Context: an optimization exercise on an open-source flow, tuned for small area. The choices shown serve that exercise and are no tape-out recipe.
Only simulation tests tie the RTL to the original design; equivalence was not proved.

==> flow/design.v (excerpt) <==
module mvm_top (
    input  logic         CLOCK_50,
    input  logic         reset_n,
    input  logic         in_valid,
    output logic         in_ready,
    input  logic [511:0] w,
    input  logic [63:0]  u,
    output logic         out_valid,
    input  logic         out_ready,
    output logic [63:0]  v,
    output logic [7:0]   sat_flag
);
    mvm_seq_sat u_mvm (
        .CLOCK_50 (CLOCK_50),
        .reset_n  (reset_n),
        .in_valid (in_valid),
        .in_ready (in_ready),
        .w        (w),
        .u        (u),
        .out_valid(out_valid),
        .out_ready(out_ready),
        .v        (v),
        .sat_flag (sat_flag)
    );
endmodule
==> module mvm_seq_sat, before the edit <==
module mvm_seq_sat (
    input  logic         CLOCK_50,
    input  logic         reset_n,
    input  logic         in_valid,
    output logic         in_ready,
    input  logic [511:0] w,
    input  logic [63:0]  u,
    output logic         out_valid,
    input  logic         out_ready,
    output logic [63:0]  v,
    output logic [7:0]   sat_flag
);
    logic        busy_q, done_q, fl_q, ph_q;
    logic [5:0]  cnt_q;
    logic [7:0]  wq [64];
    logic [7:0]  uq [8];
    logic [7:0]  vq [8];
    logic [7:0]  fq;
    logic        load;
    logic        first, last, lastrow;
    assign in_ready  = reset_n && !busy_q && !done_q && !fl_q && !ph_q;
    assign out_valid = done_q;
    assign load      = in_valid && in_ready;
    assign first     = (cnt_q[2:0] == 3'd0);
    assign last      = (cnt_q == 6'd63);
    assign lastrow   = (cnt_q[5:3] == 3'd7);
    logic signed [7:0]  wh, uh;
    logic signed [15:0] prod;
    logic signed [7:0]  m;
    logic               pov;
    logic signed [8:0]  sum;
    logic signed [7:0]  acc_n;
    logic               sov;
    always_comb begin
        wh    = wq[0] ^ {8{ph_q}};
        uh    = uq[0] ^ {8{ph_q}};
        prod  = wh * uh;
        pov   = (prod > 16'sd127) || (prod < -16'sd128);
        m     = (prod > 16'sd127) ? 8'sd127 : (prod < -16'sd128) ? -8'sd128 : prod[7:0];
        sum   = first ? {m[7], m} : {vq[7][7], vq[7]} + {m[7], m};
        sov   = (sum > 9'sd127) || (sum < -9'sd128);
        acc_n = (sum > 9'sd127) ? 8'sd127 : (sum < -9'sd128) ? -8'sd128 : sum[7:0];
    end
    always_ff @(posedge CLOCK_50 or negedge reset_n) begin
        if (!reset_n) begin
            busy_q <= 1'b0;
            done_q <= 1'b0;
            fl_q   <= 1'b1;
            ph_q   <= 1'b0;
            cnt_q  <= 6'd0;
        end else begin
            ph_q  <= !ph_q;
            cnt_q <= cnt_q + {5'd0, busy_q | fl_q};
            if (last) begin
                fl_q <= 1'b0;
            end
            if (load) begin
                busy_q <= 1'b1;
            end else if (busy_q && last) begin
                busy_q <= 1'b0;
                done_q <= 1'b1;
            end else if (done_q && out_ready) begin
                done_q <= 1'b0;
            end
        end
    end
    always_ff @(posedge CLOCK_50) begin
        for (int k = 0; k < 64; k++) begin
            wq[k] <= ~(({8{load}} & w[k*8 +: 8]) | ((k == 63) ? {8{ph_q}} : wq[k+1]));
        end
        for (int i = 0; i < 8; i++) begin
            uq[i] <= ~(({8{load}} & u[i*8 +: 8]) |
                       ((i == 7) ? (lastrow ? {8{ph_q}} : uq[0]) : uq[i+1]));
        end
        if (busy_q) begin
            if (first) begin
                for (int r = 0; r < 7; r++) begin
                    vq[r] <= vq[r+1];
                    fq[r] <= fq[r+1];
                end
                vq[7] <= acc_n;
                fq[7] <= pov;
            end else begin
                vq[7] <= acc_n;
                fq[7] <= fq[7] | pov | sov;
            end
        end
    end
    always_comb begin
        for (int r = 0; r < 8; r++) begin
            v[r*8 +: 8] = vq[r];
        end
        sat_flag = fq;
    end
endmodule
clock: 32.0 ns
lec_check: 0
cap_margin: 20
core_margin: 2
core_utilization: 40
slew_margin: 20
run.sh (not shown) runs the stock make flow with config.mk's settings and CLKGATE_MAP_FILE= SYNTH_SCRIPT=/design/flow/synth_recipe.tcl, a recipe that flattens the netlist after the stock synthesis.
Change:
==> flow/design.v (replaced) <==
module mvm_seq_sat (
    input  logic         CLOCK_50,
    input  logic         reset_n,
    input  logic         in_valid,
    output logic         in_ready,
    input  logic [511:0] w,
    input  logic [63:0]  u,
    output logic         out_valid,
    input  logic         out_ready,
    output logic [63:0]  v,
    output logic [7:0]   sat_flag
);
    logic        busy_q, done_q, fl_q, ph_q;
    logic [5:0]  cnt_q;
    logic [7:0]  wq [64];
    logic [7:0]  uq [8];
    logic [7:0]  acc_q;
    logic        facc_q;
    logic [7:0]  fq;
    logic        load;
    logic        first, lastcol, last, lastrow, inj;
    assign in_ready  = reset_n && !busy_q && !done_q && !fl_q && !ph_q;
    assign out_valid = done_q;
    assign load      = in_valid && in_ready;
    assign first     = (cnt_q[2:0] == 3'd0);
    assign lastcol   = (cnt_q[2:0] == 3'd7);
    assign last      = (cnt_q == 6'd63);
    assign lastrow   = (cnt_q[5:3] == 3'd7);
    assign inj       = busy_q && lastcol;
    logic signed [7:0]  wh, uh;
    logic signed [15:0] prod;
    logic signed [7:0]  m;
    logic               pov;
    logic signed [8:0]  sum;
    logic signed [7:0]  acc_n;
    logic               sov;
    logic               flag_n;
    always_comb begin
        wh     = wq[0] ^ {8{ph_q}};
        uh     = uq[0] ^ {8{ph_q}};
        prod   = wh * uh;
        pov    = (prod > 16'sd127) || (prod < -16'sd128);
        m      = (prod > 16'sd127) ? 8'sd127 : (prod < -16'sd128) ? -8'sd128 : prod[7:0];
        sum    = first ? {m[7], m} : {acc_q[7], acc_q} + {m[7], m};
        sov    = (sum > 9'sd127) || (sum < -9'sd128);
        acc_n  = (sum > 9'sd127) ? 8'sd127 : (sum < -9'sd128) ? -8'sd128 : sum[7:0];
        flag_n = (!first && facc_q) || pov || sov;
    end
    always_ff @(posedge CLOCK_50 or negedge reset_n) begin
        if (!reset_n) begin
            busy_q <= 1'b0;
            done_q <= 1'b0;
            fl_q   <= 1'b1;
            ph_q   <= 1'b0;
            cnt_q  <= 6'd0;
        end else begin
            ph_q  <= !ph_q;
            cnt_q <= cnt_q + {5'd0, busy_q | fl_q};
            if (load) begin
                busy_q <= 1'b1;
            end else if (busy_q && last) begin
                busy_q <= 1'b0;
                done_q <= 1'b1;
            end else if (done_q && out_ready) begin
                done_q <= 1'b0;
                fl_q   <= 1'b1;
            end else if (fl_q && last) begin
                fl_q <= 1'b0;
            end
        end
    end
    always_ff @(posedge CLOCK_50) begin
        for (int k = 0; k < 64; k++) begin
            if (!(done_q && (k % 8 == 7))) begin
                wq[k] <= ~(({8{load}} & w[k*8 +: 8]) |
                           ((k == 63) ? (inj ? ~acc_n : {8{ph_q}}) : wq[k+1]));
            end
        end
        for (int i = 0; i < 8; i++) begin
            uq[i] <= ~(({8{load}} & u[i*8 +: 8]) |
                       ((i == 7) ? (lastrow ? {8{ph_q}} : uq[0]) : uq[i+1]));
        end
        acc_q  <= acc_n;
        facc_q <= flag_n;
        if (inj) begin
            for (int r = 0; r < 7; r++) begin
                fq[r] <= fq[r+1];
            end
            fq[7] <= flag_n;
        end
    end
    always_comb begin
        for (int r = 0; r < 8; r++) begin
            v[r*8 +: 8] = wq[r*8 + 7];
        end
        sat_flag = fq;
    end
endmodule
module mvm_top (
    input  logic         CLOCK_50,
    input  logic         reset_n,
    input  logic         in_valid,
    output logic         in_ready,
    input  logic [511:0] w,
    input  logic [63:0]  u,
    output logic         out_valid,
    input  logic         out_ready,
    output logic [63:0]  v,
    output logic [7:0]   sat_flag
);
    mvm_seq_sat u_mvm (
        .CLOCK_50 (CLOCK_50),
        .reset_n  (reset_n),
        .in_valid (in_valid),
        .in_ready (in_ready),
        .w        (w),
        .u        (u),
        .out_valid(out_valid),
        .out_ready(out_ready),
        .v        (v),
        .sat_flag (sat_flag)
    );
endmodule
Result: The changed run completed without violations; flip-flop and latch count drops by 55; cell count drops by 1.9%; cell area drops by 3.7%; synthesized cell count drops by 3.2%; global-route usage climbs by 3.0 points.

* * *

## build 43
mvm_top, a different RTL version from the one above (not shown whole).
Size: roughly 1600 cells after synthesis, roughly 600 flip-flops, ~650 I/O pins, ~19000 sq um of cells after synthesis.
==> module mvm_seq_sat, before the edit <==
module mvm_seq_sat (
    input  logic         CLOCK_50,
    input  logic         reset_n,
    input  logic         in_valid,
    output logic         in_ready,
    input  logic [511:0] w,
    input  logic [63:0]  u,
    output logic         out_valid,
    input  logic         out_ready,
    output logic [63:0]  v,
    output logic [7:0]   sat_flag
);
    logic        busy_q, done_q, fl_q, ph_q;
    logic [5:0]  cnt_q;
    logic [7:0]  wq [64];
    logic [7:0]  uq [8];
    logic [7:0]  acc_q;
    logic        facc_q;
    logic [7:0]  fq;
    logic        load;
    logic        first, lastcol, last, lastrow, inj;
    assign in_ready  = reset_n && !busy_q && !done_q && !fl_q && !ph_q;
    assign out_valid = done_q;
    assign load      = in_valid && in_ready;
    assign first     = (cnt_q[2:0] == 3'd0);
    assign lastcol   = (cnt_q[2:0] == 3'd7);
    assign last      = (cnt_q == 6'd63);
    assign lastrow   = (cnt_q[5:3] == 3'd7);
    assign inj       = busy_q && lastcol;
    logic [7:0]  wh, uh, m, a, s, acc_n;
    logic [14:0] pn;
    logic        pov, sgn, sov, flag_n;
    mul8s u_mul (
        .a (wh),
        .b (uh),
        .pn(pn)
    );
    always_comb begin
        wh     = wq[0] ^ {8{ph_q}};
        uh     = uq[0] ^ {8{ph_q}};
        pov    = !((&pn[14:7]) || !(|pn[14:7]));
        sgn    = wq[0][7] ^ uq[0][7];
        m      = pov ? {sgn, {7{!sgn}}} : ~pn[7:0];
        a      = first ? 8'd0 : acc_q;
        s      = a + m;
        sov    = (a[7] == m[7]) && (s[7] != a[7]);
        acc_n  = sov ? {a[7], {7{!a[7]}}} : s;
        flag_n = (!first && facc_q) || pov || sov;
    end
    always_ff @(posedge CLOCK_50 or negedge reset_n) begin
        if (!reset_n) begin
            busy_q <= 1'b0;
            done_q <= 1'b0;
            fl_q   <= 1'b1;
            ph_q   <= 1'b0;
            cnt_q  <= 6'd0;
        end else begin
            ph_q  <= !ph_q;
            cnt_q <= cnt_q + {5'd0, busy_q | fl_q};
            if (load) begin
                busy_q <= 1'b1;
            end else if (busy_q && last) begin
                busy_q <= 1'b0;
                done_q <= 1'b1;
            end else if (done_q && out_ready) begin
                done_q <= 1'b0;
                fl_q   <= 1'b1;
            end else if (fl_q && last) begin
                fl_q <= 1'b0;
            end
        end
    end
    always_ff @(posedge CLOCK_50) begin
        for (int k = 0; k < 64; k++) begin
            if (!(done_q && (k % 8 == 7))) begin
                wq[k] <= ~(({8{load}} & w[k*8 +: 8]) |
                           ((k == 63) ? (inj ? ~acc_n : {8{ph_q}}) : wq[k+1]));
            end
        end
        for (int i = 0; i < 8; i++) begin
            uq[i] <= ~(({8{load}} & u[i*8 +: 8]) |
                       ((i == 7) ? (lastrow ? {8{ph_q}} : uq[0]) : uq[i+1]));
        end
        acc_q  <= acc_n;
        facc_q <= flag_n;
        if (inj) begin
            for (int r = 0; r < 7; r++) begin
                fq[r] <= fq[r+1];
            end
            fq[7] <= flag_n;
        end
    end
    always_comb begin
        for (int r = 0; r < 8; r++) begin
            v[r*8 +: 8] = wq[r*8 + 7];
        end
        sat_flag = fq;
    end
endmodule
export LEC_CHECK = 0
export ABC_AREA = 1
export CAP_MARGIN = 20
export CORE_MARGIN = 2
export CORE_UTILIZATION = 40
export SLEW_MARGIN = 20
create_clock -name core_clock -period 32.0 [get_ports {CLOCK_50}]
standard.sh (not shown) runs the stock make flow with config.mk's settings and CLKGATE_MAP_FILE= SYNTH_SCRIPT=/design/flow/synth_recipe.tcl, a recipe that flattens the netlist after the stock synthesis.
==> flow/flow/run.sh <==
#!/bin/bash
set -euo pipefail
export PRE_GLOBAL_PLACE_TCL="$PWD/flow/downsize.tcl"
export BUFFER_PORTS_ARGS="-buffer_cell sky130_fd_sc_hd__buf_1"
export CTS_ARGS="-sink_clustering_enable -repair_clock_nets -dont_use_dummy_load -buf_list sky130_fd_sc_hd__clkbuf_8 -sink_clustering_size 16 -sink_clustering_max_diameter 100"
bash standard.sh finish > run_standard.log 2>&1
==> flow/flow/downsize.tcl <==
# Before global placement: give every combinational cell the smallest drive
# strength of its own cell family (same function and pins). Synthesis maps
# some gates at larger drives; at this clock period none needs it, and the
# later repair steps still buffer or resize wherever slew or capacitance
# requires it.
set block [ord::get_db_block]
set n 0
set saved 0.0
foreach inst [$block getInsts] {
  set master [$inst getMaster]
  set name [$master getName]
  if {![regexp {^(sky130_fd_sc_hd__[a-z0-9]+)_([0-9]+)$} $name -> base drive]} { continue }
  if {[regexp {df|dl|sdf|edf|tap|fill|decap|diode|conb|clkbuf|clkinv|clkdly} $base]} { continue }
  set area [expr {[$master getWidth] * [$master getHeight]}]
  set best $name
  set best_area $area
  foreach d {0 1 2 3 4 6 8 12 16} {
    set cand "${base}_$d"
    if {$cand eq $name} { continue }
    set m [[ord::get_db] findMaster $cand]
    if {$m eq "NULL" || $m eq ""} { continue }
    set lc [get_lib_cells -quiet */$cand]
    if {[llength $lc] == 0} { continue }
    if {[get_property $lc dont_use]} { continue }
    set a [expr {[$m getWidth] * [$m getHeight]}]
    if {$a < $best_area} { set best $cand; set best_area $a }
  }
  if {$best ne $name} {
    replace_cell [$inst getName] $best
    incr n
    set saved [expr {$saved + ($area - $best_area) / 1e6}]
  }
}
puts "downsize: resized $n cells, saved $saved um^2"
Input changes introduced in trial 35 (baseline for comparison: build 43):
diff --git a/flow/design.v b/flow/design.v
--- a/flow/design.v
+++ b/flow/design.v
@@ -12,23 +12,24 @@
 );
     logic        busy_q, done_q, fl_q, ph_q;
     logic [5:0]  cnt_q;
     logic [7:0]  wq [64];
     logic [7:0]  uq [8];
-    logic [7:0]  acc_q;
     logic        facc_q;
     logic [7:0]  fq;
     logic        load;
     logic        first, lastcol, last, lastrow, inj;
+    logic [7:0]  acc_q;
     assign in_ready  = reset_n && !busy_q && !done_q && !fl_q && !ph_q;
     assign out_valid = done_q;
     assign load      = in_valid && in_ready;
     assign first     = (cnt_q[2:0] == 3'd0);
     assign lastcol   = (cnt_q[2:0] == 3'd7);
     assign last      = (cnt_q == 6'd63);
     assign lastrow   = (cnt_q[5:3] == 3'd7);
     assign inj       = busy_q && lastcol;
+    assign acc_q     = wq[63];
     logic [7:0]  wh, uh, m, a, s, acc_n;
     logic [14:0] pn;
     logic        pov, sgn, sov, flag_n;
     mul8s u_mul (
         .a (wh),
@@ -72,18 +73,17 @@
     end
     always_ff @(posedge CLOCK_50) begin
         for (int k = 0; k < 64; k++) begin
             if (!(done_q && (k % 8 == 7))) begin
                 wq[k] <= ~(({8{load}} & w[k*8 +: 8]) |
-                           ((k == 63) ? (inj ? ~acc_n : {8{ph_q}}) : wq[k+1]));
+                           ((k == 63) ? (busy_q ? ~acc_n : {8{ph_q}}) : wq[k+1]));
             end
         end
         for (int i = 0; i < 8; i++) begin
             uq[i] <= ~(({8{load}} & u[i*8 +: 8]) |
                        ((i == 7) ? (lastrow ? {8{ph_q}} : uq[0]) : uq[i+1]));
         end
-        acc_q  <= acc_n;
         facc_q <= flag_n;
         if (inj) begin
             for (int r = 0; r < 7; r++) begin
                 fq[r] <= fq[r+1];
             end
--- outcome ---
Async set-reset flop share out of synthesis across build 43 and trial 35: no real change.
On sequential share of layout area: between build 43 and trial 35, it ends up lower for trial 35.
On highest cell delay on the worst timing path, build 43 and trial 35 are basically level.
Delta (trial 35 minus build 43): wire length of the first global-routing pass now sits higher, worst setup margin saw an increase, post-detailed-routing wire length increased by about 2.8% relative to the old numbers.
Summary of trial 35 over build 43: global-route usage over all layers rose by 1.1 points; design area fell by about 0.9%.

==> re-timing with driven ports <==
Ports are ideal in the flow. The routed layouts listed here were re-timed in OpenROAD. Step 1 assumes that a clkbuf_16 drives the clock port and a buf_2 every other input. Step 2 adds t to the input delays and takes it off the output delays; t is the mean of the earliest and latest rising clock arrival at the registers after step 1. Input paths then give back, and output paths get back, about the clock's delay inside the block. a / b / c = ideal / step 1 / step 2; a / b = the first two.
run	t, ns	setup WS [ns]	hold slack, ns
the first run of note 1	0.645	17.276 / 17.252 / 17.252	0.361 / 0.361 / 0.361
the second run of note 1	0.668	17.323 / 17.298 / 17.298	0.352 / 0.352 / 0.352
build 43	0.637	18.282 / 18.238 / 18.238	0.371 / 0.371 / 0.371
trial 35	0.666	18.298 / 18.270 / 18.270	0.356 / 0.356 / 0.356
After both steps every run listed still meets setup and hold. For build 43, which loses most, drivers alone change the setup slack by -0.044 ns; drivers and shift together by -0.044 ns.
